Background: an optimization exercise with open tools, aiming at small area. Do not read the settings as production practice.
Function was checked by simulation only, so behaviour that the tests miss may differ from the original.
Power is estimated from default activity; no workload was simulated.

`design.v`:
```
package b58enc_pkg;
    localparam int MAX_BYTES_DEF   = 32;
    localparam int DIGIT_SLOTS_DEF = 44;
    localparam int RADIX   = 58;
    localparam int BYTE_W  = 8;
    localparam int DIGIT_W = 6;
    localparam int CHAR_W  = 7;
    localparam int CNT_W   = 6;
    localparam logic [RADIX*8-1:0] ALPHABET =
        "123456789ABCDEFGHJKLMNPQRSTUVWXYZabcdefghijkmnopqrstuvwxyz";
    function automatic logic [CHAR_W-1:0] b58_char(input logic [DIGIT_W-1:0] d);
        logic [7:0] c;
        c = ALPHABET[(RADIX - 1 - d) * 8 +: 8];
        b58_char = c[CHAR_W-1:0];
    endfunction
    function automatic logic [CNT_W-1:0] cnt_next(input logic [CNT_W-1:0] s);
        cnt_next = {s[4:0], ~(s[5] ^ s[4])};
    endfunction
    function automatic logic [CNT_W-1:0] cnt_prev(input logic [CNT_W-1:0] s);
        cnt_prev = {~(s[0] ^ s[5]), s[5:1]};
    endfunction
    function automatic logic [CNT_W-1:0] cnt_at(input int k);
        logic [CNT_W-1:0] s;
        s = '0;
        for (int i = 0; i < k; i++) begin
            s = cnt_next(s);
        end
        cnt_at = s;
    endfunction
endpackage
module b58enc_divmod (
    input  logic [b58enc_pkg::DIGIT_W-1:0] i_digit,
    input  logic                           i_carry,
    output logic [b58enc_pkg::DIGIT_W-1:0] o_digit,
    output logic                           o_carry
);
    logic [b58enc_pkg::DIGIT_W:0] t;
    always_comb begin
        t       = {i_digit, i_carry};
        o_carry = (t >= 7'(b58enc_pkg::RADIX));
        o_digit = o_carry ? b58enc_pkg::DIGIT_W'(t - 7'(b58enc_pkg::RADIX))
                          : b58enc_pkg::DIGIT_W'(t);
    end
endmodule
module b58enc_ram #(
    parameter int WIDTH = b58enc_pkg::DIGIT_W,
    parameter int DEPTH = b58enc_pkg::DIGIT_SLOTS_DEF
) (
    input  logic             i_clk,
    input  logic [WIDTH-1:0] i_wdata,
    output logic [WIDTH-1:0] o_rdata
);
    logic [WIDTH*DEPTH-1:0] r_sr;
    always_ff @(posedge i_clk) begin
        r_sr <= {r_sr[WIDTH*(DEPTH-1)-1:0], i_wdata};
    end
    assign o_rdata = r_sr[WIDTH*DEPTH-1 -: WIDTH];
endmodule
module base58_encoder_unit (
    input  logic                          i_clk,
    input  logic                          i_rst_n,
    input  logic                          i_in_valid,
    output logic                          o_in_ready,
    input  logic [b58enc_pkg::BYTE_W-1:0] i_in_data_byte,
    input  logic                          i_in_last_byte,
    output logic                          o_out_valid,
    input  logic                          i_out_ready,
    output logic [b58enc_pkg::CHAR_W-1:0] o_out_char,
    output logic                          o_out_last_char,
    output logic                          o_out_overflow
);
    localparam int N  = b58enc_pkg::DIGIT_SLOTS_DEF;
    localparam int DW = b58enc_pkg::DIGIT_W;
    localparam int CW = b58enc_pkg::CNT_W;
    localparam logic [CW-1:0] C_ZERO = b58enc_pkg::cnt_at(0);
    localparam logic [CW-1:0] C_LAST = b58enc_pkg::cnt_at(N - 1);
    localparam logic [CW-1:0] C_FULL = b58enc_pkg::cnt_at(b58enc_pkg::MAX_BYTES_DEF);
    typedef enum logic [1:0] {
        S_IN, S_SCAN, S_OUT
    } t_state;
    t_state          r_state;
    logic [CW-1:0]   r_pos;      
    logic [2:0]      r_bit;      
    logic            r_run;      
    logic            r_carry;
    logic [CW-1:0]   r_cnt;      
    logic [CW-1:0]   r_zp;       
    logic            r_inzp;     
    logic            r_ovf;
    logic            r_out_valid;
    logic [DW-1:0]   r_out_digit;
    logic [DW-1:0]   ring_out;
    logic [DW-1:0]   ring_in;
    logic [DW-1:0]   fold_in;
    logic [DW-1:0]   fold_out;
    logic            fold_cin;
    logic            fold_cout;
    logic            pos_first;
    logic            pos_last;
    logic [CW-1:0]   pos_inc;
    logic [CW-1:0]   zp_inc;
    logic            drop;
    logic            fold_en;
    logic            in_ready;
    logic            out_free;
    b58enc_ram #(
        .WIDTH (DW),
        .DEPTH (N)
    ) u_digits (
        .i_clk   (i_clk),
        .i_wdata (ring_in),
        .o_rdata (ring_out)
    );
    b58enc_divmod u_fold (
        .i_digit (fold_in),
        .i_carry (fold_cin),
        .o_digit (fold_out),
        .o_carry (fold_cout)
    );
    always_comb begin
        pos_first = (r_pos == C_ZERO);
        pos_last  = (r_pos == C_LAST);
        pos_inc   = b58enc_pkg::cnt_next(r_pos);
        zp_inc    = b58enc_pkg::cnt_next(r_zp);
        drop      = (r_cnt == C_FULL);
        fold_en   = (r_state == S_IN) && i_in_valid && !drop && (r_run || pos_first);
        fold_in   = (r_inzp && (r_bit == '0)) ? '0 : ring_out;
        fold_cin  = pos_first ? i_in_data_byte[~r_bit] : r_carry;
        ring_in   = fold_en ? fold_out : ring_out;
        in_ready  = (r_state == S_IN) && pos_last && (drop || (r_run && (r_bit == 3'd7)));
        out_free  = !r_out_valid || i_out_ready;
    end
    assign o_in_ready      = in_ready;
    assign o_out_valid     = r_out_valid;
    assign o_out_char      = b58enc_pkg::b58_char(r_out_digit);
    assign o_out_last_char = (r_cnt == C_ZERO);
    assign o_out_overflow  = r_ovf;
    always_ff @(posedge i_clk) begin
        r_carry <= fold_cout;
        if (!i_rst_n) begin
            r_state     <= S_IN;
            r_pos       <= C_ZERO;
            r_bit       <= '0;
            r_run       <= 1'b0;
            r_cnt       <= C_ZERO;
            r_zp        <= C_ZERO;
            r_inzp      <= 1'b1;
            r_ovf       <= 1'b0;
            r_out_valid <= 1'b0;
        end else begin
            r_pos <= pos_last ? C_ZERO : pos_inc;
            r_run <= fold_en && !pos_last;
            if (fold_en && pos_last) begin
                r_bit <= r_bit + 3'd1;
            end
            if (i_out_ready) begin
                r_out_valid <= 1'b0;
            end
            unique case (r_state)
                S_IN: begin
                    if (in_ready && i_in_valid) begin
                        if (drop) begin
                            r_ovf <= 1'b1;
                        end else begin
                            r_cnt <= b58enc_pkg::cnt_next(r_cnt);
                            if (r_inzp && (i_in_data_byte == '0)) begin
                                r_zp <= zp_inc;
                            end else begin
                                r_inzp <= 1'b0;
                            end
                        end
                        if (i_in_last_byte) begin
                            r_state <= S_SCAN;
                        end
                    end
                end
                S_SCAN: begin
                    r_zp <= zp_inc;
                    if (ring_out != '0) begin
                        r_cnt <= zp_inc;
                    end
                    if (pos_last) begin
                        r_state <= S_OUT;
                    end
                end
                S_OUT: begin
                    if (r_cnt == C_ZERO) begin
                        if (out_free) begin
                            r_zp    <= C_ZERO;
                            r_inzp  <= 1'b1;
                            r_ovf   <= 1'b0;
                            r_state <= S_IN;
                        end
                    end else if (out_free && (pos_inc == r_cnt)) begin
                        r_out_valid <= 1'b1;
                        r_out_digit <= ring_out;
                        r_cnt       <= b58enc_pkg::cnt_prev(r_cnt);
                    end
                end
                default: begin
                    r_state <= S_IN;
                end
            endcase
        end
    end
endmodule
```
`flow/run.sh`:
```
#!/bin/bash
# Own layout flow: the standard synthesis, then its combinational logic re-mapped for
# area (flip-flops untouched), then the standard ORFS flow from floorplan to finish with
# small port buffers and no dummy clock loads. Each tool's output goes to a log here.
set -euo pipefail
W=$(pwd)
R=$W/orfs/results/$FLOW_PLATFORM/base58_encoder_unit/base
L=$W/orfs/logs/$FLOW_PLATFORM/base58_encoder_unit/base

bash standard.sh synth > "$W/log_1_standard_synth.log" 2>&1

cp "$R/1_2_yosys.v" "$W/standard_1_2_yosys.v"
export REMAP_LIB=$FLOW_HOME/platforms/$FLOW_PLATFORM/lib/sky130_fd_sc_hd__tt_025C_1v80.lib
export REMAP_DIR=$W/flow
export REMAP_IN=$W/standard_1_2_yosys.v
export REMAP_OUT=$W/remapped_1_2_yosys.v
REMAP_DONT_USE=""
for c in $(grep -oE -- "-dont_use [A-Za-z0-9_]+" "$L/1_2_yosys.log" | awk '{print $2}' | sort -u); do
  REMAP_DONT_USE="$REMAP_DONT_USE -dont_use $c"
done
export REMAP_DONT_USE
yosys -c "$W/flow/remap.tcl" > "$W/log_2_remap.log" 2>&1

if yosys -c "$W/flow/equiv.tcl" > "$W/log_2_equiv.log" 2>&1; then
  cp "$REMAP_OUT" "$R/1_2_yosys.v"
fi
rm -f "$R/1_synth.odb" "$R/1_synth.sdc"
touch "$R/1_2_yosys.v"

CTS="-sink_clustering_enable -repair_clock_nets -dont_use_dummy_load"
CTS="$CTS -buf_list ${OWN_CTS_BUF:-sky130_fd_sc_hd__clkbuf_16}"
CTS="$CTS -sink_clustering_size ${OWN_CTS_SIZE:-36} -sink_clustering_max_diameter ${OWN_CTS_DIAM:-60}"
bash standard.sh "CTS_ARGS=$CTS" "BUFFER_PORTS_ARGS=-buffer_cell sky130_fd_sc_hd__buf_1" finish \
  > "$W/log_3_standard_finish.log" 2>&1
```
`flow/equiv.tcl`:
```
# Proves the re-mapped netlist equivalent to the standard one (same flip-flops by name).
foreach {tag f} [list gold $::env(REMAP_IN) gate $::env(REMAP_OUT)] {
  yosys read_liberty -ignore_miss_func $::env(REMAP_LIB)
  yosys read_verilog -overwrite $::env(REMAP_DIR)/ff_models.v
  yosys read_verilog $f
  yosys hierarchy -top $::env(FLOW_TOP)
  yosys flatten
  yosys rename -hide w:_*
  yosys rename $::env(FLOW_TOP) $tag
  yosys design -stash $tag
}
yosys design -copy-from gold -as gold gold
yosys design -copy-from gate -as gate gate
yosys proc
yosys opt_clean
yosys equiv_make gold gate eq
yosys hierarchy -top eq
yosys equiv_simple -seq 2
yosys equiv_induct
yosys equiv_status -assert
```
`flow/ff_models.v`:
```
module sky130_fd_sc_hd__dfxtp_1(input CLK, input D, output reg Q);
  always @(posedge CLK) Q <= D;
endmodule
module sky130_fd_sc_hd__edfxtp_1(input CLK, input D, input DE, output reg Q);
  always @(posedge CLK) if (DE) Q <= D;
endmodule
```
`flow/ff_stubs.v`:
```
(* blackbox *)
module sky130_fd_sc_hd__dfxtp_1(CLK, D, Q);
  input CLK;
  input D;
  output Q;
endmodule
(* blackbox *)
module sky130_fd_sc_hd__edfxtp_1(CLK, D, DE, Q);
  input CLK;
  input D;
  input DE;
  output Q;
endmodule
```
`flow/remap.abc`:
```
strash
&get -n
&deepsyn -T 20
&put
dch -f
amap
```
`flow/remap.tcl`:
```
# Re-map the combinational logic of the standard synthesis for area; the flip-flops are kept
# as they are (same cells, same instance names), read as black boxes.
yosys read_liberty -ignore_miss_func $::env(REMAP_LIB)
yosys read_verilog -overwrite $::env(REMAP_DIR)/ff_stubs.v
yosys read_verilog $::env(REMAP_IN)
yosys hierarchy -top $::env(FLOW_TOP)
yosys flatten
yosys techmap
yosys opt -purge
yosys abc -liberty $::env(REMAP_LIB) {*}$::env(REMAP_DONT_USE) -script $::env(REMAP_DIR)/remap.abc
yosys opt_clean -purge
yosys hilomap -singleton -hicell sky130_fd_sc_hd__conb_1 HI -locell sky130_fd_sc_hd__conb_1 LO
yosys splitnets
yosys opt_clean -purge
yosys read_liberty -lib -overwrite -ignore_miss_func $::env(REMAP_LIB)
yosys check -assert -mapped
yosys tee -o $::env(REMAP_OUT).stat stat -liberty $::env(REMAP_LIB)
yosys write_verilog -noattr -nohex -nodec $::env(REMAP_OUT)
```
`standard.sh`:
```
#!/bin/bash
# synth_recipe.tcl (not shown) runs the flow's synth.tcl, then flattens the netlist and writes it again
# the make line also repeats each setting of config.mk as NAME=value (left out here)
make -C /OpenROAD-flow-scripts/flow DESIGN_CONFIG=/design/flow/config.mk WORK_HOME=/design/flow/orfs CLKGATE_MAP_FILE= SYNTH_SCRIPT=/design/flow/synth_recipe.tcl "${@:-finish}"
```
`config.mk`:
```
export PLATFORM = sky130hd
export DESIGN_NAME = base58_encoder_unit
export DESIGN_NICKNAME = base58_encoder_unit
export VERILOG_FILES = /design/flow/design.v
export SDC_FILE = /design/flow/constraint.sdc
export NUM_CORES = 4
export LEC_CHECK = 0
export CAP_MARGIN = 20
export CORE_MARGIN = 2
export CORE_UTILIZATION = 65
export SLEW_MARGIN = 20
```
`constraint.sdc`:
```
create_clock -name core_clock -period 12.0 [get_ports {i_clk}]
set_input_delay 2.4000 -clock core_clock [delete_from_list [all_inputs] [get_ports {i_clk}]]
set_output_delay 2.4000 -clock core_clock [all_outputs]
set_load 0.01 [all_outputs]
```
==> flow_summary.yaml, run 1 <==
timing:
  rsz0062_at_grt: "false"
  fin_setup_tns_ns: 0
  fin_skew_ns: 0.0689
  timing.final.crit_share: 0.460
  worstMarginPinSlew_ns: 0.842
  setup_viol: 0
  fmax_mhz: 181
  timing_hold_violations_final: 0
  period_needed_ns: 5.52
  slew_viol_final: 0
  slew_headroom: 0.434
  fin_hold_ws_ns: 0.245
  setup_ws_ns: 6.48
yosys:
  syn-mean-instance-area_um2: 13.9
  synth.cell_area_mm2: 0.00711
  syn_inst: 513
  synth_nets: 526
  yosys_warnings: 3
clocking:
  cts_root_buffer: "clkbuf_16"
  clockBufferDepth: 3
  insertion_delay_ns: 0.49
  cts_hold_buf: 0
  h-tree-depth: 1
  cts_num_sinks: 298
  postCtsResizedCells: 0
  path_clk_slew_ns: 0.12
  cts_tree: "done"
  numCtsBuffers: 14
  postCtsSetupBuffers: 0
setup_path:
  timing_worst_setup_path_type: "reg2out"
  critPathTopFamily: "simple AND/OR/NAND/NOR gates"
  required_ns: 9.60
  critPathLaunchType: "flop"
  cpMostUsedCell: "o21ai_0"
  r2r_start: "r_cnt[3]"
  crit_slowest_cell: "or3_1"
  r2r-end: "r_cnt[2]"
  cp.depth: 14
  critPathMaxFanout: 5
  crit_path_cell_trace: "clkinv_1 > nor2_1 > clkinv_1 > a21oi_1 > or3_1 > nand2_1 > nand2_1 > o21ai_0 > or3_1 > o21ai_0 > nor2b_1 > o21ai_0 > o22ai_1 > buf_1"
  path_buf_inv: 3
  crit_start: "r_out_digit[5]"
  arrival_ns: 3.12
  reg2reg_depth: 10
  ff2ff_setup_slack_ns: 9.19
  end_kind: "output pin"
  endpoint: "o_out_char[3]"
  cpPeakStageDelay_ns: 0.43
floorplanning:
  core_mm2: 0.0107
  start_util: 0.661
  die_y_um: 109
  rows: 38
  die-area_mm2: 0.0118
  die_x_um: 109
  ios: 24
placed_design:
  gp_congestion: 0.817
  place_ws_ns: 7.13
  place_hpwl_mm: 6.09
  io_buffers: 23
global_route:
  grt_pass1_vias: 3416
  grt_overflow: 0
  grt_pass1_wl_mm: 16.1
  antenna_found_initial: 0
  grt_max_degree: 37
  grtUsageTotal: 0.173
finish:
  layout-drive-gt1-share: 0.0255
  area_growth_pct: 8.61
  final_nets: 565
  diodes: 0
  fin_util: 0.718
outcome:
  outcome: "timing/DRC/antenna clean"
detailed_routing:
  wl_per_cell_um: 13.9
  routed_via_density: 5.12
  drt_iter0_drc: 319
  drt_pre_antenna_iters: 6
  post-route-drc-count: 0
  vias: 3532
  wl_mm: 9.60
  ant_nets: 0
pwr:
  peakVddDrop_v: 0.000157
  power.density_mw_per_mm2: 204
  power_leakage_nw: 3.01
worst_hold_path:
  hp-class: "reg2reg"
  hold-path-cell-count: 0
flow_run:
  max-cap-violations: 0
layer usage:
metal	up-vias	routed length, um	track usage
met4	0	231	0.0476
met5	-	0	0
met2	70	4210	0.271
met1	1669	4780	0.251
met3	24	377	0.0307
li1	1769	-	-
how the worst min path moves through the flow:
| stage | start | endpoint |
|---|---|---|
| finish | u_digits.r_sr[95] | u_digits.r_sr[101] |
| global route | u_digits.r_sr[95] | u_digits.r_sr[101] |
| CTS | u_digits.r_sr[95] | u_digits.r_sr[101] |
| detailed placement | u_digits.r_sr[173] | u_digits.r_sr[179] |
| global placement | u_digits.r_sr[149] | u_digits.r_sr[155] |
| floorplan | u_digits.r_sr[94] | u_digits.r_sr[100] |
worst register-to-register path, cell delays in order, from the launching register on:
cell and delay (ns):
dfxtp_1 0.43, clkinv_1 0.15, nor3_1 0.46, o21ai_0 0.24, nor2b_1 0.19, nor2b_1 0.19
nor2_1 0.08, nor3_1 0.39, nor2_1 0.20, a22oi_1 0.23, o221ai_1 0.13
cell type report:
type	count	area, um^2
flip-flops and latches	298	6030
fillers	747	3030
multi-input cells	170	911
clock buffers	14	350
well taps	140	175
inverters	45	169
repair buffers	23	86.3
per-stage QoR:
stage	total power [mW]	area, um^2	std cells
after floorplan	1.11	7110	513
after global routing	1.64	7720	690
after CTS	1.60	7720	690
after detailed placement	1.13	7370	676
final	1.58	7720	690
after global placement	1.13	7370	676
registers in the layout (all words and copies together), names as in the netlist:
register and flops:
r_carry 1, r_state 2, r_cnt 6, r_ovf 1, r_pos 6, r_run 1
u_digits.r_sr 264, r_bit 3, r_inzp 1, r_out_digit 6, r_zp 6, r_out_valid 1
where the power goes:
part           leakage [nW]  internal, mW  total [mW]  switching (mW)
registers              2.48          1.07        1.09          0.0214
logic                 0.356       0.00605      0.0167          0.0106
clock network         0.173         0.210       0.471           0.261
total                  3.01          1.28        1.58           0.293
layout by cell type, fill, tap and decap left out, drive strengths merged, types with 4 or more instances in the layout:
cell type,count
a21oi,9
a22oi,6
a31oi,5
buf,23
clkbuf,14
clkinv,45
dfxtp,292
edfxtp,6
nand2,18
nand3,8
nor2,36
nor2b,4
nor3,19
nor4,4
o21ai,16
o221ai,7
o22ai,16
==> inputs of run 2 (changes only) <==
--- a/flow/run.sh
+++ b/flow/run.sh
@@ -28,7 +28,7 @@
 touch "$R/1_2_yosys.v"
 
 CTS="-sink_clustering_enable -repair_clock_nets -dont_use_dummy_load"
-CTS="$CTS -buf_list ${OWN_CTS_BUF:-sky130_fd_sc_hd__clkbuf_16}"
-CTS="$CTS -sink_clustering_size ${OWN_CTS_SIZE:-36} -sink_clustering_max_diameter ${OWN_CTS_DIAM:-60}"
+CTS="$CTS -buf_list ${OWN_CTS_BUF:-sky130_fd_sc_hd__clkbuf_8}"
+CTS="$CTS -sink_clustering_size ${OWN_CTS_SIZE:-18} -sink_clustering_max_diameter ${OWN_CTS_DIAM:-50}"
 bash standard.sh "CTS_ARGS=$CTS" "BUFFER_PORTS_ARGS=-buffer_cell sky130_fd_sc_hd__buf_1" finish \
   > "$W/log_3_standard_finish.log" 2>&1
==> run 2 against run 1 <==
Compared with the run above:
- still clean on timing, DRC and antenna
- fmax decreased by 1.2%
- core utilization decreased by 0.70 points
- cell count increased by 0.87%
- power decreased by 4.0%
- non-clock buffer count unchanged
- clock power decreased by 13%
- critical path depth unchanged
- die area unchanged
- combinational power about the same
- sequential power about the same
- critical endpoint unchanged
- largest cell class unchanged
- highest routed layer unchanged
==> flow_summary.yaml, run 2 <==
timing:
  slew_headroom: 0.466
  period_needed_ns: 5.58
  fmax_mhz: 179
  timing.final.crit_share: 0.465
  rsz0062_at_grt: "false"
  setup_viol: 0
  worstMarginPinSlew_ns: 0.795
  fin_hold_ws_ns: 0.305
  timing_hold_violations_final: 0
  fin_skew_ns: 0.0216
  fin_setup_tns_ns: 0
  setup_ws_ns: 6.42
  slew_viol_final: 0
detailed_routing:
  routed_via_density: 5.11
  wl_mm: 9.56
  ant_nets: 0
  drt_pre_antenna_iters: 5
  wl_per_cell_um: 13.7
  post-route-drc-count: 0
  vias: 3554
  drt_iter0_drc: 272
clocking:
  cts_hold_buf: 0
  cts_tree: "done"
  h-tree-depth: 1
  path_clk_slew_ns: 0.10
  insertion_delay_ns: 0.49
  cts_root_buffer: "clkbuf_8"
  postCtsResizedCells: 0
  cts_num_sinks: 298
  postCtsSetupBuffers: 0
  numCtsBuffers: 20
  clockBufferDepth: 3
finish:
  regMostFlops: "u_digits.r_sr"
  final_common_cell: "dfxtp_1"
  layout-drive-gt1-share: 0.0360
  area_growth_pct: 7.55
  fin_util: 0.711
  finalNonFillerCells: 696
  mostFrequentLayoutCells: "dfxtp_1, clkinv_1, nor2_1"
  final_nets: 571
  fin_area_mm2: 0.00764
  diodes: 0
  largest_reg_flops: 264
placed_design:
  gp_congestion: 0.817
  place_hpwl_mm: 6.09
  placed_cells: 676
  io_buffers: 23
  place_ws_ns: 7.13
  dpl_cell_area_mm2: 0.00737
floorplanning:
  core_mm2: 0.0107
  ios: 24
  start_util: 0.661
  die-area_mm2: 0.0118
  die_y_um: 109
  rows: 38
  die_x_um: 109
global_route:
  grt_max_degree: 19
  grtUsageTotal: 0.175
  grt_overflow: 0
  grt_pass1_vias: 3453
  antenna_found_initial: 0
  grt_pass1_wl_mm: 16.3
setup_path:
  arrival_ns: 3.18
  critPathLaunchType: "flop"
  critPathMaxFanout: 5
  end_kind: "output pin"
  timing_worst_setup_path_type: "reg2out"
  required_ns: 9.60
  ff2ff_setup_slack_ns: 9.22
outcome:
  outcome: "timing/DRC/antenna clean"
worst_hold_path:
  hp-class: "reg2reg"
flow_run:
  max-cap-violations: 0
pwr:
  power_leakage_nw: 2.98
  power.density_mw_per_mm2: 198
  total_power_mw: 1.51
  peakVddDrop_v: 0.000152
yosys:
  synth_nets: 526
  syn-mean-instance-area_um2: 13.9
  syn_inst: 513
  yosys_warnings: 3
  synth.cell_area_mm2: 0.00711
run 2: cell count changes in the layout (fill, tap and decap cells not counted):
| cell | previous run | this run |
|---|---|---|
| clkbuf_16 | 14 | 0 |
| clkbuf_8 | 0 | 20 |
run 2: power breakdown:
part / internal (mW) / total, mW / switching, mW
clock network: 0.151 / 0.408 / 0.258
registers: 1.07 / 1.09 / 0.0210
logic: 0.00605 / 0.0167 / 0.0107
run 2: path summary, 6_finish.rpt:
check,to,start,cells past startpoint
max,o_out_char[3],r_out_digit[5],14
min,u_digits.r_sr[97],u_digits.r_sr[91],0
max reg2reg,r_cnt[2],r_cnt[3],10
min reg2reg,u_digits.r_sr[97],u_digits.r_sr[91],0
run 2: worst max-delay path: stages, from the launching register on:
cell and delay, ns:
edfxtp_1 0.39, clkinv_1 0.14, nor2_1 0.22, clkinv_1 0.20, a21oi_1 0.20, or3_1 0.16
nand2_1 0.08, nand2_1 0.10, o21ai_0 0.14, or3_1 0.43, o21ai_0 0.15, nor2b_1 0.11
o21ai_0 0.11, o22ai_1 0.11, buf_1 0.14
run 2: cell type report:
cell class | count | area, um^2
Timing Repair Buffer | 23 | 86.3
Multi-Input combinational cell | 170 | 911
Fill cell | 753 | 3100
Tap cell | 140 | 175
Sequential cell | 298 | 6030
Clock buffer | 20 | 275
Inverter | 45 | 169
run 2: layer usage:
| metal | global-route usage | wire length (um) | vias to the layer above |
|---|---|---|---|
| met2 | 0.265 | 4070 | 101 |
| met1 | 0.253 | 4830 | 1653 |
| met5 | 0 | 0 | - |
| met4 | 0.0495 | 178 | 0 |
| met3 | 0.0410 | 476 | 23 |
| li1 | - | - | 1777 |
==> inputs of run 3 (changes only) <==
--- a/design.v
+++ b/design.v
@@ -13,19 +13,20 @@
         c = ALPHABET[(RADIX - 1 - d) * 8 +: 8];
         b58_char = c[CHAR_W-1:0];
     endfunction
+    localparam logic [CNT_W-1:0] CNT_START  = 6'b011010;
+    localparam logic [CNT_W-1:0] POS_FIRST_M = 6'b011110;    
+    localparam logic [CNT_W-1:0] POS_FIRST_V = 6'b011010;
+    localparam logic [CNT_W-1:0] POS_LAST_M  = 6'b100111;    
+    localparam logic [CNT_W-1:0] POS_LAST_V  = 6'b100110;
+    localparam logic [CNT_W-1:0] CNT_FULL_M  = 6'b111100;    
+    localparam logic [CNT_W-1:0] CNT_FULL_V  = 6'b000000;
+    localparam logic [CNT_W-1:0] CNT_ZERO_M  = 6'b011110;    
+    localparam logic [CNT_W-1:0] CNT_ZERO_V  = 6'b011010;
     function automatic logic [CNT_W-1:0] cnt_next(input logic [CNT_W-1:0] s);
-        cnt_next = {s[4:0], ~(s[5] ^ s[4])};
+        cnt_next = {s[4:0], s[5] ^ s[0]};
     endfunction
     function automatic logic [CNT_W-1:0] cnt_prev(input logic [CNT_W-1:0] s);
-        cnt_prev = {~(s[0] ^ s[5]), s[5:1]};
-    endfunction
-    function automatic logic [CNT_W-1:0] cnt_at(input int k);
-        logic [CNT_W-1:0] s;
-        s = '0;
-        for (int i = 0; i < k; i++) begin
-            s = cnt_next(s);
-        end
-        cnt_at = s;
+        cnt_prev = {s[0] ^ s[1], s[5:1]};
     endfunction
 endpackage
 module b58enc_divmod (
@@ -72,9 +73,7 @@
     localparam int N  = b58enc_pkg::DIGIT_SLOTS_DEF;
     localparam int DW = b58enc_pkg::DIGIT_W;
     localparam int CW = b58enc_pkg::CNT_W;
-    localparam logic [CW-1:0] C_ZERO = b58enc_pkg::cnt_at(0);
-    localparam logic [CW-1:0] C_LAST = b58enc_pkg::cnt_at(N - 1);
-    localparam logic [CW-1:0] C_FULL = b58enc_pkg::cnt_at(b58enc_pkg::MAX_BYTES_DEF);
+    localparam logic [CW-1:0] C_ZERO = b58enc_pkg::CNT_START;
     typedef enum logic [1:0] {
         S_IN, S_SCAN, S_OUT
     } t_state;
@@ -88,7 +87,6 @@
     logic            r_inzp;     
     logic            r_ovf;
     logic            r_out_valid;
-    logic [DW-1:0]   r_out_digit;
     logic [DW-1:0]   ring_out;
     logic [DW-1:0]   ring_in;
     logic [DW-1:0]   fold_in;
@@ -100,6 +98,7 @@
     logic [CW-1:0]   pos_inc;
     logic [CW-1:0]   zp_inc;
     logic            drop;
+    logic            cnt_zero;
     logic            fold_en;
     logic            in_ready;
     logic            out_free;
@@ -118,11 +117,12 @@
         .o_carry (fold_cout)
     );
     always_comb begin
-        pos_first = (r_pos == C_ZERO);
-        pos_last  = (r_pos == C_LAST);
+        pos_first = ((r_pos & b58enc_pkg::POS_FIRST_M) == b58enc_pkg::POS_FIRST_V);
+        pos_last  = ((r_pos & b58enc_pkg::POS_LAST_M) == b58enc_pkg::POS_LAST_V);
         pos_inc   = b58enc_pkg::cnt_next(r_pos);
         zp_inc    = b58enc_pkg::cnt_next(r_zp);
-        drop      = (r_cnt == C_FULL);
+        drop      = ((r_cnt & b58enc_pkg::CNT_FULL_M) == b58enc_pkg::CNT_FULL_V);
+        cnt_zero  = ((r_cnt & b58enc_pkg::CNT_ZERO_M) == b58enc_pkg::CNT_ZERO_V);
         fold_en   = (r_state == S_IN) && i_in_valid && !drop && (r_run || pos_first);
         fold_in   = (r_inzp && (r_bit == '0)) ? '0 : ring_out;
         fold_cin  = pos_first ? i_in_data_byte[~r_bit] : r_carry;
@@ -132,16 +132,16 @@
     end
     assign o_in_ready      = in_ready;
     assign o_out_valid     = r_out_valid;
-    assign o_out_char      = b58enc_pkg::b58_char(r_out_digit);
-    assign o_out_last_char = (r_cnt == C_ZERO);
+    assign o_out_char      = b58enc_pkg::b58_char(r_zp);
+    assign o_out_last_char = cnt_zero;
     assign o_out_overflow  = r_ovf;
     always_ff @(posedge i_clk) begin
         r_carry <= fold_cout;
+        r_run   <= fold_en && !pos_last;
         if (!i_rst_n) begin
             r_state     <= S_IN;
             r_pos       <= C_ZERO;
             r_bit       <= '0;
-            r_run       <= 1'b0;
             r_cnt       <= C_ZERO;
             r_zp        <= C_ZERO;
             r_inzp      <= 1'b1;
@@ -149,7 +149,6 @@
             r_out_valid <= 1'b0;
         end else begin
             r_pos <= pos_last ? C_ZERO : pos_inc;
-            r_run <= fold_en && !pos_last;
             if (fold_en && pos_last) begin
                 r_bit <= r_bit + 3'd1;
             end
@@ -184,7 +183,7 @@
                     end
                 end
                 S_OUT: begin
-                    if (r_cnt == C_ZERO) begin
+                    if (cnt_zero) begin
                         if (out_free) begin
                             r_zp    <= C_ZERO;
                             r_inzp  <= 1'b1;
@@ -193,7 +192,7 @@
                         end
                     end else if (out_free && (pos_inc == r_cnt)) begin
                         r_out_valid <= 1'b1;
-                        r_out_digit <= ring_out;
+                        r_zp        <= ring_out;
                         r_cnt       <= b58enc_pkg::cnt_prev(r_cnt);
                     end
                 end
==> run 3 against run 2 <==
Compared with the run above:
- routed wire length increased by 21%
- critical path depth increased by 2
- clock-buffer cell count unchanged
- still clean
- fmax decreased by 4.8%
- die area decreased by 1.9%
- sequential power about the same
- non-clock buffer count unchanged
- register-to-register slack got worse by 0.89 ns
- synthesized cell count decreased by 0.39%
- highest routed layer unchanged
- clock power increased by 1%
- cell count decreased by 0.86%
==> flow_summary.yaml, run 3 <==
outcome:
  outcome: "timing/DRC/antenna clean"
clocking:
  cts_tree: "done"
  cts_root_buffer: "clkbuf_8"
  clockBufferDepth: 3
  postCtsSetupBuffers: 0
  postCtsResizedCells: 0
  cts_num_sinks: 292
  path_clk_slew_ns: 0.10
  insertion_delay_ns: 0.53
  h-tree-depth: 1
  cts_hold_buf: 0
  numCtsBuffers: 20
finish:
  finalNonFillerCells: 690
  layout-drive-gt1-share: 0.0361
  largest_reg_flops: 264
  regMostFlops: "u_digits.r_sr"
  nFillCells: 627
  mostFrequentLayoutCells: "dfxtp_1, nor2_1, clkinv_1"
  diodes: 0
  seq_area_mm2: 0.00585
  fin_util: 0.723
  final_common_cell: "dfxtp_1"
  final_nets: 569
  area_growth_pct: 7.63
  multi_input_area_um2: 968
pwr:
  p_switching_mw: 0.309
  switching_share: 0.202
  p_comb_frac: 0.016
  clockPowerShare: 0.270
  seqPwrFrac: 0.714
  p_int_mw: 1.22
  power_leakage_nw: 2.91
  peakVddDrop_v: 0.000157
  power.density_mw_per_mm2: 204
setup_path:
  critPathLaunchType: "flop"
  end_kind: "output pin"
  arrival_ns: 3.47
  reg2reg_depth: 12
  critPathMaxFanout: 9
  timing_worst_setup_path_type: "reg2out"
  required_ns: 9.60
detailed_routing:
  drt-met1-wl_mm: 5.18
  post-route-drc-count: 0
  met3WireLength_um: 624
  highest_layer: "met4"
  wl_mm: 11.6
  dr_wl_met2_mm: 5.50
  drt_pre_antenna_iters: 4
  vias: 3591
  routed_via_density: 5.20
  drt_iter0_drc: 166
  ant_nets: 0
  wl_per_cell_um: 16.8
worst_hold_path:
  hold-path-cell-count: 0
  hp-class: "reg2reg"
placed_design:
  place_hpwl_mm: 6.91
  placed_cells: 670
  gp_congestion: 0.823
  io_buffers: 23
floorplanning:
  die_y_um: 108
  ios: 24
  core_mm2: 0.0104
  start_util: 0.672
  die_x_um: 108
  die-area_mm2: 0.0116
  rows: 37
timing:
  slew_viol_final: 0
  timing.final.crit_share: 0.489
  fin_skew_ns: 0.0837
  slew_headroom: 0.492
  fin_setup_tns_ns: 0
  setup_viol: 0
  period_needed_ns: 5.87
  rsz0062_at_grt: "false"
  fmax_mhz: 171
  timing_hold_violations_final: 0
  worstMarginPinSlew_ns: 0.756
global_route:
  grt_pass1_wl_mm: 18.7
  grt_pass1_vias: 3683
  antenna_found_initial: 0
  grt_max_degree: 19
  grtUsageTotal: 0.211
  grt_overflow: 0
yosys:
  syn-mean-instance-area_um2: 13.6
  syn_inst: 511
  yosys_warnings: 3
  synth.cell_area_mm2: 0.00697
  synth_nets: 524
flow_run:
  max-cap-violations: 0
run 3: per-layer routing:
metal	GRT usage	vias to the layer above
li1	-	1779
met1	0.287	1680
met2	0.335	109
met3	0.0466	23
met4	0.0769	0
met5	0	-
run 3: power by group through the flow:
stage / combinational (mW) / sequential (mW) / clock (mW)
6_report: 0.0239 / 1.09 / 0.414
5_1_grt: 0.0269 / 1.10 / 0.457
4_1_cts: 0.0235 / 1.10 / 0.427
3_5_place_dp: 0.0228 / 1.11 / 0
3_3_place_gp: 0.0225 / 1.11 / 0
2_1_floorplan: 0.0151 / 1.10 / 0
run 3: worst paths after layout:
check | end | slack (ns) | from
hold reg to reg | u_digits.r_sr[254] | 0.29 | u_digits.r_sr[248]
hold / removal | u_digits.r_sr[254] | 0.29 | u_digits.r_sr[248]
setup reg to reg | r_cnt[5] | 8.33 | r_state[1]
setup / recovery | o_out_char[3] | 6.13 | r_zp[3]
run 3: stage by stage:
stage / setup slack, ns / area [um^2] / hold slack, ns / power (mW)
finish: 6.13 / 7500 / 0.287 / 1.53
global route: 5.82 / 7500 / 0.295 / 1.59
CTS: 6.16 / 7500 / 0.299 / 1.55
detailed placement: 6.58 / 7220 / 0.312 / 1.13
global placement: 6.75 / 7220 / 0.311 / 1.13
floorplan: 7.12 / 6970 / 0.310 / 1.11
run 3: final cells by class:
cell class              count  share of cell area
clock buffers              20              0.0367
well taps                 136              0.0227
repair buffers             23              0.0115
inverters                  41              0.0205
flip-flops and latches    292               0.779
multi-input cells         178               0.129
run 3: critical path: stages (launching register included):
cell       delay, ns
dfxtp_1         0.47
clkinv_1        0.26
nor2_1          0.20
nand2_1         0.11
o21a_1          0.14
nor2_1          0.08
a21oi_1         0.06
nand3_1         0.09
o21ai_0         0.12
o21ai_0         0.22
nor3b_1         0.34
a31o_1          0.17
nor2b_1         0.06
nor2_1          0.17
clkinv_1        0.11
o2111ai_1       0.21
buf_1           0.17
==> inputs of run 4 (changes only) <==
==> flow/run.sh (replaced) <==
#!/bin/bash
# Own layout flow: the standard synthesis, then its combinational logic re-mapped for
# area (flip-flops untouched; several ABC runs, the smallest that is proven equivalent to the
# standard netlist is kept), then the standard ORFS flow from floorplan to finish with small
# port buffers and no dummy clock loads. Each tool's output goes to a log here.
set -euo pipefail
W=$(pwd)
R=$W/orfs/results/$FLOW_PLATFORM/base58_encoder_unit/base
L=$W/orfs/logs/$FLOW_PLATFORM/base58_encoder_unit/base

bash standard.sh synth > "$W/log_1_standard_synth.log" 2>&1

cp "$R/1_2_yosys.v" "$W/standard_1_2_yosys.v"
export REMAP_LIB=$FLOW_HOME/platforms/$FLOW_PLATFORM/lib/sky130_fd_sc_hd__tt_025C_1v80.lib
export REMAP_DIR=$W/flow
export REMAP_IN=$W/standard_1_2_yosys.v
REMAP_DONT_USE=""
for c in $(grep -oE -- "-dont_use [A-Za-z0-9_]+" "$L/1_2_yosys.log" | awk '{print $2}' | sort -u); do
  REMAP_DONT_USE="$REMAP_DONT_USE -dont_use $c"
done
export REMAP_DONT_USE

# one ABC run per seed, in parallel
for s in 1 2 3; do
  sed "s/@SEED@/$s/" "$W/flow/remap.abc" > "$W/remap_$s.abc"
  REMAP_ABC=$W/remap_$s.abc REMAP_OUT=$W/remapped_$s.v \
    yosys -c "$W/flow/remap.tcl" > "$W/log_2_remap_$s.log" 2>&1 &
done
wait || true

best=""
best_area=""
for s in 1 2 3; do
  f=$W/remapped_$s.v
  [[ -f $f.stat ]] || continue
  a=$(awk '/Chip area/ {print $NF}' "$f.stat")
  if REMAP_OUT=$f yosys -c "$W/flow/equiv.tcl" > "$W/log_2_equiv_$s.log" 2>&1; then
    if [[ -z $best ]] || awk -v a="$a" -v b="$best_area" 'BEGIN {exit !(a < b)}'; then
      best=$f
      best_area=$a
    fi
  fi
done
echo "re-mapped netlist kept: ${best:-none (standard netlist kept)} ${best_area}" > "$W/log_2_remap_choice.log"
if [[ -n $best ]]; then
  cp "$best" "$R/1_2_yosys.v"
fi
rm -f "$R/1_synth.odb" "$R/1_synth.sdc"
touch "$R/1_2_yosys.v"

CTS="-sink_clustering_enable -repair_clock_nets -dont_use_dummy_load"
CTS="$CTS -buf_list sky130_fd_sc_hd__clkbuf_8"
CTS="$CTS -sink_clustering_size 18 -sink_clustering_max_diameter 50"
bash standard.sh "CTS_ARGS=$CTS" "BUFFER_PORTS_ARGS=-buffer_cell sky130_fd_sc_hd__buf_1" finish \
  > "$W/log_3_standard_finish.log" 2>&1
==> flow/remap.abc (replaced) <==
strash
&get -n
&deepsyn -T 40 -S @SEED@
&put
dch -f
amap
--- a/flow/remap.tcl
+++ b/flow/remap.tcl
@@ -7,7 +7,7 @@
 yosys flatten
 yosys techmap
 yosys opt -purge
-yosys abc -liberty $::env(REMAP_LIB) {*}$::env(REMAP_DONT_USE) -script $::env(REMAP_DIR)/remap.abc
+yosys abc -liberty $::env(REMAP_LIB) {*}$::env(REMAP_DONT_USE) -script $::env(REMAP_ABC)
 yosys opt_clean -purge
 yosys hilomap -singleton -hicell sky130_fd_sc_hd__conb_1 HI -locell sky130_fd_sc_hd__conb_1 LO
 yosys splitnets
==> run 4 against run 3 <==
Compared with the run above:
- still clean
- flip-flop and latch count unchanged
- first-iteration DRC count increased by 33%
- global-route usage decreased by 3.6 points
- combinational power increased by 5%
- critical path type unchanged
- critical endpoint unchanged
- largest power group unchanged
==> flow_summary.yaml, run 4 <==
floorplanning:
  start_util: 0.672
  core_mm2: 0.0103
  die_x_um: 107
  die-area_mm2: 0.0115
  die_y_um: 107
  ios: 24
  rows: 37
detailed_routing:
  post-route-drc-count: 0
  vias: 3491
  ant_nets: 0
  drt_iter0_drc: 221
  wl_per_cell_um: 14.0
  wl_mm: 9.53
  routed_via_density: 5.15
  drt_pre_antenna_iters: 5
timing:
  rsz0062_at_grt: "false"
  slew_headroom: 0.444
  timing.final.crit_share: 0.453
  fmax_mhz: 184
  fin_hold_ws_ns: 0.292
  period_needed_ns: 5.44
  fin_setup_tns_ns: 0
  setup_viol: 0
  slew_viol_final: 0
  timing_hold_violations_final: 0
  worstMarginPinSlew_ns: 0.828
  fin_skew_ns: 0.0507
  setup_ws_ns: 6.56
setup_path:
  critPathMaxFanout: 8
  critPathLaunchType: "flop"
  end_kind: "output pin"
  critPathTopFamily: "simple AND/OR/NAND/NOR gates"
  arrival_ns: 3.04
  required_ns: 9.60
  crit_slowest_cell: "dfxtp_1"
  cpPeakStageDelay_ns: 0.51
  timing_worst_setup_path_type: "reg2out"
  path_buf_inv: 2
  crit_path_cell_trace: "clkinv_1 > nor2_1 > o21ai_0 > o21ai_0 > o21ai_0 > nor2_1 > a21o_1 > nor2_1 > nor3_1 > or2_0 > a31o_1 > buf_1"
pwr:
  power.density_mw_per_mm2: 206
  total_power_mw: 1.55
  p_int_mw: 1.24
  power_leakage_nw: 2.93
  p_comb_frac: 0.016
  seqPwrFrac: 0.716
  clockPowerShare: 0.268
  peakVddDrop_v: 0.000158
  switching_share: 0.195
  p_switching_mw: 0.301
global_route:
  grt_overflow: 0
  grt_pass1_vias: 3458
  grtUsageTotal: 0.175
  grt_pass1_wl_mm: 16.2
  antenna_found_initial: 0
  grt_max_degree: 19
placed_design:
  place_hpwl_mm: 5.96
  placed_cells: 657
  place_ws_ns: 7.10
  gp_congestion: 0.854
  io_buffers: 23
  dpl_cell_area_mm2: 0.00720
clocking:
  insertion_delay_ns: 0.50
  cts_root_buffer: "clkbuf_8"
  numCtsBuffers: 21
  h-tree-depth: 1
  clockBufferDepth: 3
  postCtsResizedCells: 0
  cts_hold_buf: 0
  cts_num_sinks: 292
  cts_tree: "done"
  postCtsSetupBuffers: 0
  path_clk_slew_ns: 0.10
finish:
  mostFrequentLayoutCells: "dfxtp_1, clkinv_1, nor2_1"
  diodes: 0
  nFillCells: 652
  fin_util: 0.725
  final_common_cell: "dfxtp_1"
  seq_area_mm2: 0.00585
  regMostFlops: "u_digits.r_sr"
  largest_reg_flops: 264
  multi_input_area_um2: 932
  final_nets: 557
  layout-drive-gt1-share: 0.0387
  fin_area_mm2: 0.00748
  area_growth_pct: 7.86
  finalNonFillerCells: 678
yosys:
  synth_nets: 511
  synth.cell_area_mm2: 0.00694
  yosys_warnings: 3
  syn_inst: 498
  syn-mean-instance-area_um2: 13.9
flow_run:
  max-cap-violations: 0
outcome:
  outcome: "timing/DRC/antenna clean"
worst_hold_path:
  hp-class: "reg2reg"
run 4: power groups by stage:
stage / registers [mW] / clock network (mW) / logic [mW]
after floorplan: 1.11 / 0 / 0.0172
after global placement: 1.13 / 0 / 0.0241
after detailed placement: 1.13 / 0 / 0.0245
after CTS: 1.11 / 0.424 / 0.0251
after global routing: 1.12 / 0.456 / 0.0281
final: 1.11 / 0.414 / 0.0251
run 4: layout make-up:
cell class / instances / share of cell area
sequential: 292 / 0.781
inverter: 43 / 0.0216
timing repair buffer: 23 / 0.0115
tap: 136 / 0.0227
multi-input combinational: 163 / 0.125
clock buffer: 21 / 0.0386
run 4: worst paths after layout:
check,end,cells after the start,slack [ns],from
max reg2reg,r_zp[5],11,8.44,r_cnt[4]
max,o_out_char[3],12,6.56,r_zp[2]
min reg2reg,u_digits.r_sr[257],0,0.29,u_digits.r_sr[251]
min,u_digits.r_sr[257],0,0.29,u_digits.r_sr[251]
run 4: worst reg2reg max path, stage by stage (launching register included):
cell	delay [ns]
dfxtp_1	0.38
clkinv_1	0.17
a22oi_1	0.20
o221ai_1	0.13
or4_1	0.43
o311ai_0	0.50
o311ai_0	0.34
nor2_1	0.34
clkinv_1	0.15
nor2_1	0.42
clkinv_1	0.20
o21ai_0	0.19
run 4: layer usage:
layer | global-route usage | part of all wire | wire, um | up-vias
li1 | - | - | - | 1750
met1 | 0.252 | 0.50 | 4810 | 1629
met2 | 0.265 | 0.42 | 4050 | 98
met3 | 0.0400 | 0.053 | 501 | 14
met4 | 0.0557 | 0.018 | 169 | 0
met5 | 0 | 0 | 0 | -
==> inputs of run 5 (changes only) <==
--- a/design.v
+++ b/design.v
@@ -1,6 +1,7 @@
 package b58enc_pkg;
     localparam int MAX_BYTES_DEF   = 32;
     localparam int DIGIT_SLOTS_DEF = 44;
+    localparam int RING_SLOTS      = DIGIT_SLOTS_DEF - 1;
     localparam int RADIX   = 58;
     localparam int BYTE_W  = 8;
     localparam int DIGIT_W = 6;
@@ -13,20 +14,23 @@
         c = ALPHABET[(RADIX - 1 - d) * 8 +: 8];
         b58_char = c[CHAR_W-1:0];
     endfunction
-    localparam logic [CNT_W-1:0] CNT_START  = 6'b011010;
-    localparam logic [CNT_W-1:0] POS_FIRST_M = 6'b011110;    
-    localparam logic [CNT_W-1:0] POS_FIRST_V = 6'b011010;
-    localparam logic [CNT_W-1:0] POS_LAST_M  = 6'b100111;    
-    localparam logic [CNT_W-1:0] POS_LAST_V  = 6'b100110;
-    localparam logic [CNT_W-1:0] CNT_FULL_M  = 6'b111100;    
-    localparam logic [CNT_W-1:0] CNT_FULL_V  = 6'b000000;
-    localparam logic [CNT_W-1:0] CNT_ZERO_M  = 6'b011110;    
-    localparam logic [CNT_W-1:0] CNT_ZERO_V  = 6'b011010;
+    localparam logic [CNT_W-1:0] CNT_START   = 6'b000000;
+    localparam logic [CNT_W-1:0] CNT_44      = 6'b100100;    
+    localparam logic [CNT_W-1:0] POS_FIRST_M = 6'b010111;    
+    localparam logic [CNT_W-1:0] POS_FIRST_V = 6'b000000;
+    localparam logic [CNT_W-1:0] POS_LAST_M  = 6'b011110;    
+    localparam logic [CNT_W-1:0] POS_LAST_V  = 6'b001000;
+    localparam logic [CNT_W-1:0] CNT_FULL_M  = 6'b101111;    
+    localparam logic [CNT_W-1:0] CNT_FULL_V  = 6'b101000;
+    localparam logic [CNT_W-1:0] CNT_ZERO_M  = 6'b010111;    
+    localparam logic [CNT_W-1:0] CNT_ZERO_V  = 6'b000000;
+    localparam logic [CNT_W-1:0] CNT_TOP_M   = 6'b111001;    
+    localparam logic [CNT_W-1:0] CNT_TOP_V   = 6'b100000;
     function automatic logic [CNT_W-1:0] cnt_next(input logic [CNT_W-1:0] s);
-        cnt_next = {s[4:0], s[5] ^ s[0]};
+        cnt_next = {s[4:0], ~(s[5] ^ s[4])};
     endfunction
     function automatic logic [CNT_W-1:0] cnt_prev(input logic [CNT_W-1:0] s);
-        cnt_prev = {s[0] ^ s[1], s[5:1]};
+        cnt_prev = {~(s[0] ^ s[5]), s[5:1]};
     endfunction
 endpackage
 module b58enc_divmod (
@@ -70,7 +74,7 @@
     output logic                          o_out_last_char,
     output logic                          o_out_overflow
 );
-    localparam int N  = b58enc_pkg::DIGIT_SLOTS_DEF;
+    localparam int N  = b58enc_pkg::RING_SLOTS;
     localparam int DW = b58enc_pkg::DIGIT_W;
     localparam int CW = b58enc_pkg::CNT_W;
     localparam logic [CW-1:0] C_ZERO = b58enc_pkg::CNT_START;
@@ -84,6 +88,7 @@
     logic            r_carry;
     logic [CW-1:0]   r_cnt;      
     logic [CW-1:0]   r_zp;       
+    logic            r_top;      
     logic            r_inzp;     
     logic            r_ovf;
     logic            r_out_valid;
@@ -99,6 +104,7 @@
     logic [CW-1:0]   zp_inc;
     logic            drop;
     logic            cnt_zero;
+    logic            cnt_top;
     logic            fold_en;
     logic            in_ready;
     logic            out_free;
@@ -123,6 +129,7 @@
         zp_inc    = b58enc_pkg::cnt_next(r_zp);
         drop      = ((r_cnt & b58enc_pkg::CNT_FULL_M) == b58enc_pkg::CNT_FULL_V);
         cnt_zero  = ((r_cnt & b58enc_pkg::CNT_ZERO_M) == b58enc_pkg::CNT_ZERO_V);
+        cnt_top   = ((r_cnt & b58enc_pkg::CNT_TOP_M) == b58enc_pkg::CNT_TOP_V);
         fold_en   = (r_state == S_IN) && i_in_valid && !drop && (r_run || pos_first);
         fold_in   = (r_inzp && (r_bit == '0)) ? '0 : ring_out;
         fold_cin  = pos_first ? i_in_data_byte[~r_bit] : r_carry;
@@ -144,6 +151,7 @@
             r_bit       <= '0;
             r_cnt       <= C_ZERO;
             r_zp        <= C_ZERO;
+            r_top       <= 1'b1;
             r_inzp      <= 1'b1;
             r_ovf       <= 1'b0;
             r_out_valid <= 1'b0;
@@ -151,6 +159,9 @@
             r_pos <= pos_last ? C_ZERO : pos_inc;
             if (fold_en && pos_last) begin
                 r_bit <= r_bit + 3'd1;
+                if (r_top) begin
+                    r_zp <= {r_zp[CW-2:0], fold_cout};
+                end
             end
             if (i_out_ready) begin
                 r_out_valid <= 1'b0;
@@ -163,7 +174,8 @@
                         end else begin
                             r_cnt <= b58enc_pkg::cnt_next(r_cnt);
                             if (r_inzp && (i_in_data_byte == '0)) begin
-                                r_zp <= zp_inc;
+                                r_zp  <= zp_inc;
+                                r_top <= 1'b0;
                             end else begin
                                 r_inzp <= 1'b0;
                             end
@@ -174,22 +186,32 @@
                     end
                 end
                 S_SCAN: begin
-                    r_zp <= zp_inc;
-                    if (ring_out != '0) begin
-                        r_cnt <= zp_inc;
-                    end
-                    if (pos_last) begin
+                    r_top <= 1'b0;
+                    if (r_top && (r_zp != '0)) begin
+                        r_cnt   <= b58enc_pkg::CNT_44;
                         r_state <= S_OUT;
+                    end else begin
+                        r_zp <= pos_last ? '0 : zp_inc;
+                        if (ring_out != '0) begin
+                            r_cnt <= zp_inc;
+                        end
+                        if (pos_last) begin
+                            r_state <= S_OUT;
+                        end
                     end
                 end
                 S_OUT: begin
                     if (cnt_zero) begin
                         if (out_free) begin
                             r_zp    <= C_ZERO;
+                            r_top   <= 1'b1;
                             r_inzp  <= 1'b1;
                             r_ovf   <= 1'b0;
                             r_state <= S_IN;
                         end
+                    end else if (out_free && cnt_top) begin
+                        r_out_valid <= 1'b1;
+                        r_cnt       <= b58enc_pkg::cnt_prev(r_cnt);
                     end else if (out_free && (pos_inc == r_cnt)) begin
                         r_out_valid <= 1'b1;
                         r_zp        <= ring_out;
==> run 5 against run 4 <==
Compared with the run above:
- still clean
- fmax fell by 10%
- clock-buffer cell count fell by 1
- clock power fell by 1%
- critical endpoint is now o_out_char[0]
==> flow_summary.yaml, run 5 <==
outcome:
  outcome: "timing/DRC/antenna clean"
finish:
  regMostFlops: "u_digits.r_sr"
  diodes: 0
  final_common_cell: "dfxtp_1"
  layout-drive-gt1-share: 0.0359
  multi_input_area_mm2: 0.00100
  nFillCells: 684
  seq_area_mm2: 0.00575
  mostFrequentLayoutCells: "dfxtp_1, clkinv_1, nor2_1"
  area_growth_pct: 7.68
  final_nets: 572
  largest_reg_flops: 258
setup_path:
  r2r_start: "r_state[1]"
  required_ns: 9.60
  crit_start: "r_zp[4]"
  arrival_ns: 3.65
  critPathLaunchType: "flop"
  end_kind: "output pin"
  critPathMaxFanout: 7
  timing_worst_setup_path_type: "reg2out"
timing:
  timing.final.crit_share: 0.504
  period_needed_ns: 6.05
  fin_hold_ws_ns: 0.262
  setup_ws_ns: 5.95
  rsz0062_at_grt: "false"
  fin_skew_ns: 0.0630
  fin_setup_tns_ns: 0
  setup_viol: 0
  timing_hold_violations_final: 0
  fmax_mhz: 165
  worstMarginPinSlew_ns: 0.661
  slew_headroom: 0.554
  slew_viol_final: 0
floorplanning:
  rows: 37
  die_y_um: 107
  die_x_um: 107
  die-area_mm2: 0.0115
  start_util: 0.671
  core_mm2: 0.0103
  ios: 24
global_route:
  grt_pass1_wl_mm: 17.1
  grt_max_degree: 19
  grt_overflow: 0
  grtUsageTotal: 0.188
  antenna_found_initial: 0
  grt_pass1_vias: 3534
clocking:
  postCtsResizedCells: 0
  clockBufferDepth: 3
  postCtsSetupBuffers: 0
  cts_root_buffer: "clkbuf_8"
  cts_num_sinks: 287
  numCtsBuffers: 20
  cts_tree: "done"
  path_clk_slew_ns: 0.10
  insertion_delay_ns: 0.51
  h-tree-depth: 1
  cts_hold_buf: 0
placed_design:
  io_buffers: 23
  place_hpwl_mm: 6.41
  gp_congestion: 0.820
  place_ws_ns: 6.58
yosys:
  syn-mean-instance-area_um2: 13.5
  synth_nets: 527
  yosys_warnings: 3
  synth.cell_area_mm2: 0.00693
  syn_inst: 514
detailed_routing:
  vias: 3542
  wl_mm: 10.2
  wl_per_cell_um: 14.8
  post-route-drc-count: 0
  ant_nets: 0
  routed_via_density: 5.11
  drt_iter0_drc: 218
  drt_pre_antenna_iters: 5
pwr:
  power.density_mw_per_mm2: 200
  peakVddDrop_v: 0.000158
  power_leakage_nw: 2.93
  total_power_mw: 1.49
worst_hold_path:
  hp-class: "reg2reg"
  min_from: "u_digits.r_sr[64]"
flow_run:
  max-cap-violations: 0
## run 5: changes by cell type in the layout (fill, tap and decap cells not counted), moves of 5 or more
| cell | delta |
|---|---|
| nand2_1 | +8 |
| or2_0 | +7 |
| nor3_1 | +5 |
| a21oi_1 | +5 |
| a22oi_1 | -7 |
| dfxtp_1 | -5 |
## run 5: report_power, final
group | total, mW | internal [mW] | switching, mW
registers | 1.07 | 1.04 | 0.0247
logic | 0.0183 | 0.00652 | 0.0118
clock network | 0.408 | 0.151 | 0.258
total | 1.49 | 1.20 | 0.294
## run 5: path summary, 6_finish.rpt
kind	depth (start not counted)	slack (ns)	endpoint
max	13	5.95	o_out_char[0]
min	0	0.26	u_digits.r_sr[70]
max reg2reg	11	8.99	r_zp[2]
min reg2reg	0	0.26	u_digits.r_sr[70]
## run 5: layout make-up
type                    count  area share
multi-input cells         180       0.135
flip-flops and latches    287       0.770
well taps                 136      0.0228
repair buffers             23      0.0116
inverters                  47      0.0237
clock buffers              20      0.0369
## run 5: metal layers
| layer | share of wire | global-route usage |
|---|---|---|
| met5 | 0 | 0 |
| met4 | 0.030 | 0.0724 |
| met3 | 0.038 | 0.0377 |
| met2 | 0.46 | 0.294 |
| met1 | 0.48 | 0.260 |
## run 5: critical path, stage by stage, from the launching register on
cell,delay [ns]
dfxtp_1,0.43
clkinv_1,0.24
nor2_1,0.31
nor2_1,0.18
a22oi_1,0.25
or2_0,0.20
o21a_1,0.16
nand3_1,0.11
o21ai_0,0.16
o22ai_1,0.18
o31ai_1,0.37
a21oi_1,0.18
o32ai_1,0.25
buf_1,0.18
## run 5: stage by stage
step                std cells  area [um^2]   util
finish                    693         7460  0.722
floorplan                 514         6930      -
CTS                       693         7460  0.722
global placement          673         7180  0.696
global route              693         7460  0.722
detailed placement        673         7180  0.696
==> inputs of run 6 (changes only) <==
--- a/flow/run.sh
+++ b/flow/run.sh
@@ -21,7 +21,7 @@
 export REMAP_DONT_USE
 
 # one ABC run per seed, in parallel
-for s in 1 2 3; do
+for s in 1 2 3 4; do
   sed "s/@SEED@/$s/" "$W/flow/remap.abc" > "$W/remap_$s.abc"
   REMAP_ABC=$W/remap_$s.abc REMAP_OUT=$W/remapped_$s.v \
     yosys -c "$W/flow/remap.tcl" > "$W/log_2_remap_$s.log" 2>&1 &
@@ -30,7 +30,7 @@
 
 best=""
 best_area=""
-for s in 1 2 3; do
+for s in 1 2 3 4; do
   f=$W/remapped_$s.v
   [[ -f $f.stat ]] || continue
   a=$(awk '/Chip area/ {print $NF}' "$f.stat")
==> flow/remap.abc (replaced) <==
strash
&get -n
&deepsyn -T 45 -S @SEED@
&put
dch -f
amap -F 2
==> run 6 against run 5 <==
Compared with the run above:
- flip-flop and latch count unchanged
- first-iteration DRC count up 22%
- clock-buffer cell count unchanged
- critical endpoint is now o_out_char[3]
- still clean
- highest routed layer unchanged
- largest cell class unchanged
- clock skew up 0.0025 ns
- global-route usage down 0.75 points
- combinational power up 8%
- fmax up 0.46%
- non-clock buffer count unchanged
==> flow_summary.yaml, run 6 <==
clocking:
  h-tree-depth: 1
  numCtsBuffers: 20
  cts_root_buffer: "clkbuf_8"
  postCtsResizedCells: 0
  cts_num_sinks: 287
  insertion_delay_ns: 0.50
  postCtsSetupBuffers: 0
  cts_hold_buf: 0
  cts_tree: "done"
  path_clk_slew_ns: 0.10
  clockBufferDepth: 3
floorplanning:
  die_y_um: 107
  start_util: 0.669
  die-area_mm2: 0.0114
  die_x_um: 107
  rows: 37
  ios: 24
  core_mm2: 0.0103
placed_design:
  io_buffers: 23
  dpl_cell_area_mm2: 0.00714
  placed_cells: 665
  gp_congestion: 0.922
  place_hpwl_mm: 6.17
  place_ws_ns: 6.67
global_route:
  grt_pass1_vias: 3399
  grt_overflow: 0
  grt_pass1_wl_mm: 16.5
  antenna_found_initial: 0
  grtUsageTotal: 0.180
  grt_max_degree: 19
setup_path:
  reg2reg_depth: 10
  end_kind: "output pin"
  required_ns: 9.60
  crit_slowest_cell: "dfxtp_1"
  cp.depth: 15
  cpMostUsedCell: "nor2_1"
  arrival_ns: 3.62
  critPathMaxFanout: 8
  path_buf_inv: 3
  crit_start: "r_zp[4]"
  critPathTopFamily: "compound AO/OA/AOI/OAI gates"
  critPathLaunchType: "flop"
  r2r_start: "r_state[1]"
  cpPeakStageDelay_ns: 0.47
  crit_path_cell_trace: "clkinv_1 > nor2_1 > nor2_1 > clkinv_1 > o22ai_1 > nand2_1 > o21a_1 > o2111ai_1 > o21ai_0 > o22ai_1 > o31ai_1 > nor2_1 > a21oi_1 > o221ai_1 > buf_1"
  timing_worst_setup_path_type: "reg2out"
worst_hold_path:
  hp-class: "reg2reg"
  hold-path-cell-count: 0
  min_from: "u_digits.r_sr[22]"
timing:
  timing_hold_violations_final: 0
  slew_headroom: 0.597
  setup_viol: 0
  setup_ws_ns: 5.98
  slew_viol_final: 0
  fin_skew_ns: 0.0655
  period_needed_ns: 6.02
  timing.final.crit_share: 0.502
  fin_hold_ws_ns: 0.308
  fin_setup_tns_ns: 0
  worstMarginPinSlew_ns: 0.598
  rsz0062_at_grt: "false"
  fmax_mhz: 166
finish:
  diodes: 0
  regMostFlops: "u_digits.r_sr"
  final_common_cell: "dfxtp_1"
  mostFrequentLayoutCells: "dfxtp_1, nor2_1, clkinv_1"
  layout-drive-gt1-share: 0.0364
  area_growth_pct: 7.73
  fin_area_mm2: 0.00741
  final_nets: 564
  finalNonFillerCells: 685
  largest_reg_flops: 258
  fin_util: 0.721
yosys:
  syn_inst: 506
  syn-mean-instance-area_um2: 13.6
  yosys_warnings: 3
  synth.cell_area_mm2: 0.00688
  synth_nets: 519
detailed_routing:
  drt_pre_antenna_iters: 9
  post-route-drc-count: 0
  wl_mm: 9.68
  vias: 3577
  drt_iter0_drc: 267
  routed_via_density: 5.22
  wl_per_cell_um: 14.1
  ant_nets: 0
pwr:
  power_leakage_nw: 2.90
  total_power_mw: 1.49
  power.density_mw_per_mm2: 200
  peakVddDrop_v: 0.000183
outcome:
  outcome: "timing/DRC/antenna clean"
flow_run:
  max-cap-violations: 0
run 6: area by class of cell:
class	instances	area, um^2
tap	136	170
clock buffer	20	275
timing repair buffer	23	86.3
sequential	287	5750
fill	687	2870
inverter	40	150
multi-input combinational	179	983
run 6: path summary, 6_finish.rpt:
check                                         end  slack (ns)
worst max-delay path                o_out_char[3]        5.98
worst min-delay path            u_digits.r_sr[28]        0.31
worst max register to register            r_zp[4]        9.16
worst min register to register  u_digits.r_sr[28]        0.31
run 6: per-layer routing:
metal  global-route usage  vias up  share of wire
met5                    0        -              0
met4               0.0622        0          0.027
met3               0.0462       28          0.061
met2                0.262      109           0.42
met1                0.265     1654           0.49
li1                     -     1786              -
run 6: report_power, final:
part / internal (mW) / total [mW] / switching (mW)
clock: 0.150 / 0.398 / 0.248
sequential: 1.04 / 1.07 / 0.0240
combinational: 0.00674 / 0.0197 / 0.0129
run 6: worst register-to-register path, cell delays in order (launching register included):
cell and delay [ns]:
dfxtp_1 0.50, clkinv_1 0.15, nor2_1 0.34, o221ai_1 0.23, nor2_1 0.11, o21ai_0 0.15
nor4_1 0.56, or4_1 0.22, o21ai_0 0.21, nand2_1 0.13, o221ai_1 0.10
==> inputs of run 7 (changes only) <==
--- a/flow/run.sh
+++ b/flow/run.sh
@@ -50,6 +50,6 @@
 
 CTS="-sink_clustering_enable -repair_clock_nets -dont_use_dummy_load"
 CTS="$CTS -buf_list sky130_fd_sc_hd__clkbuf_8"
-CTS="$CTS -sink_clustering_size 18 -sink_clustering_max_diameter 50"
+CTS="$CTS -sink_clustering_size 20 -sink_clustering_max_diameter 60"
 bash standard.sh "CTS_ARGS=$CTS" "BUFFER_PORTS_ARGS=-buffer_cell sky130_fd_sc_hd__buf_1" finish \
   > "$W/log_3_standard_finish.log" 2>&1
==> run 7 against run 6 <==
Compared with the run above:
- still clean on timing, DRC and antenna
- register-to-register slack got worse by 0.04 ns
- critical path depth unchanged
- power decreased by 0.89%
- fmax decreased by 0.54%
- sequential power about the same
- critical endpoint unchanged
- largest cell class unchanged
==> flow_summary.yaml, run 7 <==
clocking:
  cts_hold_buf: 0
  h-tree-depth: 1
  cts_num_sinks: 287
  insertion_delay_ns: 0.51
  numCtsBuffers: 18
  clockBufferDepth: 3
  cts_root_buffer: "clkbuf_8"
  cts_tree: "done"
  postCtsSetupBuffers: 0
  postCtsResizedCells: 0
  path_clk_slew_ns: 0.11
outcome:
  outcome: "timing/DRC/antenna clean"
placed_design:
  place_hpwl_mm: 6.17
  gp_congestion: 0.922
  io_buffers: 23
detailed_routing:
  ant_nets: 0
  drt_iter0_drc: 299
  post-route-drc-count: 0
  vias: 3562
  wl_per_cell_um: 14.2
  wl_mm: 9.70
  routed_via_density: 5.22
  drt_pre_antenna_iters: 7
finish:
  regMostFlops: "u_digits.r_sr"
  largest_reg_flops: 258
  final_nets: 562
  layout-drive-gt1-share: 0.0329
  area_growth_pct: 7.33
  diodes: 0
  mostFrequentLayoutCells: "dfxtp_1, nor2_1, clkinv_1"
  final_common_cell: "dfxtp_1"
setup_path:
  cpMostUsedCell: "nor2_1"
  crit_slowest_cell: "dfxtp_1"
  timing_worst_setup_path_type: "reg2out"
  required_ns: 9.60
  critPathLaunchType: "flop"
  arrival_ns: 3.65
  critPathMaxFanout: 8
  cpPeakStageDelay_ns: 0.50
  end_kind: "output pin"
  crit_path_cell_trace: "clkinv_1 > nor2_1 > nor2_1 > clkinv_1 > o22ai_1 > nand2_1 > o21a_1 > o2111ai_1 > o21ai_0 > o22ai_1 > o31ai_1 > nor2_1 > a21oi_1 > o221ai_1 > buf_1"
floorplanning:
  start_util: 0.669
  rows: 37
  die-area_mm2: 0.0114
  die_y_um: 107
  die_x_um: 107
  core_mm2: 0.0103
  ios: 24
yosys:
  synth.cell_area_mm2: 0.00688
  syn_inst: 506
  yosys_warnings: 3
  synth_nets: 519
  syn-mean-instance-area_um2: 13.6
timing:
  period_needed_ns: 6.05
  fmax_mhz: 165
  fin_skew_ns: 0.0457
  slew_headroom: 0.605
  timing_hold_violations_final: 0
  timing.final.crit_share: 0.504
  slew_viol_final: 0
  fin_setup_tns_ns: 0
  rsz0062_at_grt: "false"
  worstMarginPinSlew_ns: 0.587
  setup_viol: 0
global_route:
  grt_pass1_wl_mm: 16.5
  grt_max_degree: 21
  antenna_found_initial: 0
  grt_pass1_vias: 3366
  grt_overflow: 0
  grtUsageTotal: 0.180
worst_hold_path:
  hp-class: "reg2reg"
pwr:
  total_power_mw: 1.47
  power.density_mw_per_mm2: 199
  power_leakage_nw: 2.89
  peakVddDrop_v: 0.000155
flow_run:
  max-cap-violations: 0
[run 7: area by class of cell]
type                    count  area [um^2]
flip-flops and latches    287         5750
fillers                   686         2890
multi-input cells         179          983
clock buffers              18          248
well taps                 136          170
inverters                  40          150
repair buffers             23         86.3
[run 7: per-stage QoR]
step / instance area (um^2) / worst slack, ns / utilization / hold slack (ns) / instances
detailed placement: 7140 / 6.67 / 0.694 / 0.312 / 665
floorplan: 6880 / 7.04 / - / 0.310 / 506
global placement: 7140 / 7.04 / 0.694 / 0.311 / 665
CTS: 7380 / 6.14 / 0.718 / 0.302 / 683
finish: 7380 / 5.95 / 0.718 / 0.306 / 683
global route: 7380 / 5.58 / 0.718 / 0.306 / 683
[run 7: worst paths after layout]
kind | slack, ns | cells after the start | end | from
setup / recovery | 5.95 | 15 | o_out_char[3] | r_zp[4]
hold / removal | 0.31 | 0 | u_digits.r_sr[222] | u_digits.r_sr[216]
setup reg to reg | 9.12 | 10 | r_zp[4] | r_state[1]
hold reg to reg | 0.31 | 0 | u_digits.r_sr[222] | u_digits.r_sr[216]
[run 7: report_power, final]
part | internal [mW] | switching (mW)
Combinational | 0.00674 | 0.0129
Clock | 0.136 | 0.248
Sequential | 1.04 | 0.0242
Total | 1.19 | 0.285
[run 7: worst max-delay path, delay by kind of cell (launching register included)]
kind / cells / cell delay (ns)
flops: 1 / 0.50
buf+inv: 3 / 0.52
compound gates: 8 / 1.51
simple gates: 4 / 0.66
[run 7: metal layers]
layer,up-vias,wire length [um],GRT usage
met1,1645,4850,0.267
met5,-,0,0
met2,108,4010,0.260
met3,27,613,0.0456
li1,1782,-,-
met4,0,227,0.0575

-- afterwards: timing with drivers on the ports --
In the flow no input, the clock included, has a driving cell. The finished layouts below were timed again as built, in two steps.
Step 1, drivers: a clkbuf_16 drives i_clk and a buf_2 each remaining input, both assumed.
Step 2, shift: input delay + t, output delay - t, t = (earliest + latest rising clock arrival at the registers) / 2. This alone moves slack from input paths to output paths.
Slacks: ideal / step 1 / step 2; pairs: ideal / step 1.
run | t (ns) | setup slack, ns | worst data-port slew with drivers (ns)
run 1 | 0.490 | 6.484 / 6.447 / 6.936 | 0.03
run 2 | 0.518 | 6.417 / 6.383 / 6.901 | 0.03
run 3 | 0.529 | 6.135 / 6.097 / 6.497 | 0.05
run 4 | 0.510 | 6.563 / 6.527 / 6.978 | 0.03
run 5 | 0.517 | 5.952 / 5.916 / 6.433 | 0.04
run 6 | 0.505 | 5.980 / 5.946 / 6.451 | 0.04
run 7 | 0.518 | 5.947 / 5.914 / 6.432 | 0.04
After both steps every run listed still meets setup and hold.
